What follows belongs to an exercise in optimizing a design on an open flow for small area; a production flow would make more cautious choices. In this exercise RTL edits were held to simulation tests only and were not proved equivalent to the original. Power figures rest on the tool's default switching activity, not on a simulated workload.

== job 1215 ==
==> flow/design.v (excerpt) <==
module param_bus_datapath #(
  parameter  int DATA_W   = 32,
  parameter  int NREG     = 16,
  parameter  int ADDR_W   = 9,
  parameter  int MAX_WAIT = 15,
  localparam int SRC_W    = param_bus_datapath_pkg::src_w(NREG)
) (
  input  logic                clk,
  input  logic                clr,
  input  logic [SRC_W-1:0]    bus_src,
  input  logic [NREG-1:0]     reg_in,
  input  logic                hi_in,
  input  logic                lo_in,
  input  logic                pc_in,
  input  logic                ir_in,
  input  logic                y_in,
  input  logic                z_in,
  input  logic                mar_in,
  input  logic                mdr_in,
  input  logic                con_in,
  input  logic                out_in,
  input  logic                ba_mode,
  input  logic [DATA_W-1:0]   ext_bus,
  output logic [DATA_W-1:0]   alu_a,
  output logic [DATA_W-1:0]   alu_b,
  input  logic [2*DATA_W-1:0] alu_res,
  input  logic                mem_rd,
  input  logic                mem_wr,
  output logic                mem_req,
  output logic                mem_we,
  output logic [ADDR_W-1:0]   mem_addr,
  output logic [DATA_W-1:0]   mem_wdata,
  input  logic [DATA_W-1:0]   mem_rdata,
  input  logic                mem_ack,
  output logic                mem_busy,
  output logic                mem_done,
  output logic                mem_err,
  input  logic [DATA_W-1:0]   in_data,
  input  logic                in_strobe,
  output logic [DATA_W-1:0]   out_port,
  output logic [DATA_W-1:0]   ir_out,
  output logic                con_out
);
Size in the first run: roughly 3400 cells after synthesis, about 870 flip-flops.
clock: 5.0 ns
lec_check: 0
cap_margin: 20
core_margin: 2
core_utilization: 60
setup_slack_margin: 0.1
slew_margin: 20
synth_hierarchical: 1
standard.sh (not shown) runs the stock make flow with config.mk's settings and CLKGATE_MAP_FILE= SYNTH_SCRIPT=/design/flow/synth_recipe.tcl, a recipe that flattens the netlist after the stock synthesis.
==> flow/flow/run.sh <==
#!/bin/bash
# Own layout flow: the standard ORFS flow, with
#  - port buffers made from the smallest plain buffer instead of delay cells,
#  - clock tree built without dummy balancing loads, from mid-size buffers.
# Each ORFS step writes its full log under orfs/logs/; make's own output
# goes to flow_make.log here.
set -euo pipefail
bash standard.sh \
  BUFFER_PORTS_ARGS="-buffer_cell sky130_fd_sc_hd__buf_1" \
  CTS_ARGS="-sink_clustering_enable -repair_clock_nets -dont_use_dummy_load -buf_list sky130_fd_sc_hd__clkbuf_8 -sink_clustering_size 20 -sink_clustering_max_diameter 60" \
  finish > flow_make.log 2>&1
The following lists how job 8632 was set up differently from job 1215:
--- a/flow/flow/run.sh
+++ b/flow/flow/run.sh
@@ -9,3 +9,3 @@
   BUFFER_PORTS_ARGS="-buffer_cell sky130_fd_sc_hd__buf_1" \
-  CTS_ARGS="-sink_clustering_enable -repair_clock_nets -dont_use_dummy_load -buf_list sky130_fd_sc_hd__clkbuf_8 -sink_clustering_size 20 -sink_clustering_max_diameter 60" \
+  CTS_ARGS="-sink_clustering_enable -repair_clock_nets -dont_use_dummy_load -buf_list sky130_fd_sc_hd__clkbuf_8 -sink_clustering_size 18 -sink_clustering_max_diameter 60" \
   finish > flow_make.log 2>&1
--- a/flow/config.mk
+++ b/flow/config.mk
@@ -7,7 +7,7 @@
 export LEC_CHECK = 0
-export CAP_MARGIN = 20
+export CAP_MARGIN = 10
 export CORE_MARGIN = 2
-export CORE_UTILIZATION = 60
-export SETUP_SLACK_MARGIN = 0.1
-export SLEW_MARGIN = 20
+export CORE_UTILIZATION = 70
+export SETUP_SLACK_MARGIN = 0.05
+export SLEW_MARGIN = 10
 export SYNTH_HIERARCHICAL = 1
[summary]
Job 1215 was carried through to the last stage, and its layout satisfied the timing, design-rule and antenna checks.
Job 8632 completed end to end with timing, DRC and antenna clean.
Global-route wire length before repair ends up lower on job 8632.
Job 1215 → job 8632: internal cell power roughly the same; post-route cell area stayed essentially flat.
In job 8632 the global-route usage turned out 5.8 points higher than in job 1215.
Going from job 1215 to job 8632, the clock-buffer cell count was found to have gone up by 1.
Post-detailed-route via-to-cell ratio in job 8632 is about 5.5% higher than in job 1215
Input-level comparison between job 2101 and job 8632:
--- a/flow/config.mk
+++ b/flow/config.mk
@@ -7,7 +7,7 @@
 export LEC_CHECK = 0
-export CAP_MARGIN = 10
+export CAP_MARGIN = 20
 export CORE_MARGIN = 2
-export CORE_UTILIZATION = 70
-export SETUP_SLACK_MARGIN = 0.05
-export SLEW_MARGIN = 10
+export CORE_UTILIZATION = 60
+export SETUP_SLACK_MARGIN = 0.1
+export SLEW_MARGIN = 20
 export SYNTH_HIERARCHICAL = 1
Diff job 8632 -> job 2101: critical path depth fell by 1, clock network contribution to total cell area essentially unchanged.
In terms of design area, job 8632 and job 2101 differ only marginally.
On normalized max-slew margin: job 2101 sits above job 8632.
Side by side, worst hold slack turned out lower in job 2101 than in job 8632.
Input-level comparison between job 6763 and job 2101:
--- a/flow/flow/run.sh
+++ b/flow/flow/run.sh
@@ -9,3 +9,3 @@
   BUFFER_PORTS_ARGS="-buffer_cell sky130_fd_sc_hd__buf_1" \
-  CTS_ARGS="-sink_clustering_enable -repair_clock_nets -dont_use_dummy_load -buf_list sky130_fd_sc_hd__clkbuf_8 -sink_clustering_size 18 -sink_clustering_max_diameter 60" \
+  CTS_ARGS="-sink_clustering_enable -repair_clock_nets -dont_use_dummy_load -buf_list sky130_fd_sc_hd__clkbuf_4 -sink_clustering_size 10 -sink_clustering_max_diameter 40" \
   finish > flow_make.log 2>&1
### Flow results
- Compared to job 2101, job 6763 has logic gate share of total power 0.2 points lower.
- The non-clock buffer share of cell area was comparable across job 2101 and job 6763.
- Job 6763 against job 2101: first-iteration DRC count now sits lower, clock buffer count from CTS climbed 60, antenna diode count rose 5, fraction of the cycle the final worst path needs climbed 0.16 points.
## Diff of input files: job 5031 against job 6763
--- a/flow/flow/run.sh
+++ b/flow/flow/run.sh
@@ -9,3 +9,3 @@
   BUFFER_PORTS_ARGS="-buffer_cell sky130_fd_sc_hd__buf_1" \
-  CTS_ARGS="-sink_clustering_enable -repair_clock_nets -dont_use_dummy_load -buf_list sky130_fd_sc_hd__clkbuf_4 -sink_clustering_size 10 -sink_clustering_max_diameter 40" \
+  CTS_ARGS="-sink_clustering_enable -repair_clock_nets -dont_use_dummy_load -buf_list sky130_fd_sc_hd__clkbuf_8 -sink_clustering_size 18 -sink_clustering_max_diameter 60" \
   finish > flow_make.log 2>&1
--- a/flow/config.mk
+++ b/flow/config.mk
@@ -7,3 +7,3 @@
 export LEC_CHECK = 0
-export CAP_MARGIN = 20
+export CAP_MARGIN = 0
 export CORE_MARGIN = 2
@@ -11,3 +11,3 @@
 export SETUP_SLACK_MARGIN = 0.1
-export SLEW_MARGIN = 20
+export SLEW_MARGIN = 0
 export SYNTH_HIERARCHICAL = 1
Findings:
Every stage of the flow completed for job 5031, and the final layout passed the timing, design-rule and antenna checks.
Against job 6763 as the reference, job 5031 delivers a higher setup slack.
met3 usage ended up 0.80 points lower on job 5031 than on job 6763.
On job 5031: logic gate share of total power is 0.2 points higher than what job 6763 gave.
The multiplexer fraction of the synthesized cell area of job 6763 and that of job 5031 are within noise of each other.
Relative to job 6763, area growth from synthesis to layout decreased by 0.33 points in job 5031.
Side by side, number of buffers created by CTS turned out lower in job 5031 than in job 6763.
Between job 6763 and job 5031, global-route usage is higher for job 6763, job 5031 comes in under that.
Route | job 5031 vs job 6763 | wire shorter in job 5031
When the final numbers for job 6763 and job 5031 were put side by side, the clock network fraction of design power turned out to be smaller in job 5031.
Job 6763 -> job 5031: maximum fanout along the worst path delta 0, exact match

separate check: timing with driven ports:
How much do the figures lean on ideal ports? The routed layouts below were timed once more, with nothing changed but the port constraints.
Step 1 sets driving cells, clkbuf_16 on the clock port and buf_2 on the other inputs (assumed; they add their load-dependent delay and slew).
Step 2 moves the port delays by t, midway between the first and last clock arrival at a register: inputs arrive t later, outputs are due t later. That takes back most of the time a late clock gives input paths.
Three values: no drivers, after step 1, after step 2; two values: the first two.
run | t (ns) | slack for setup (ns) | worst register clock-pin slew, ns
job 1215 | 0.756 | 0.381 / 0.356 / 0.356 | 0.12 / 0.12
job 8632 | 0.761 | 0.180 / 0.146 / 0.022 | 0.12 / 0.12
job 2101 | 0.762 | 0.362 / 0.341 / 0.341 | 0.11 / 0.11
job 6763 | 0.965 | 0.355 / 0.333 / 0.333 | 0.12 / 0.12
job 5031 | 0.762 | 0.362 / 0.341 / 0.341 | 0.11 / 0.11
After both steps setup and hold are still met in every run listed. The setup slack of job 8632, which loses most, moves by -0.034 ns with the drivers and by -0.158 ns with both steps.
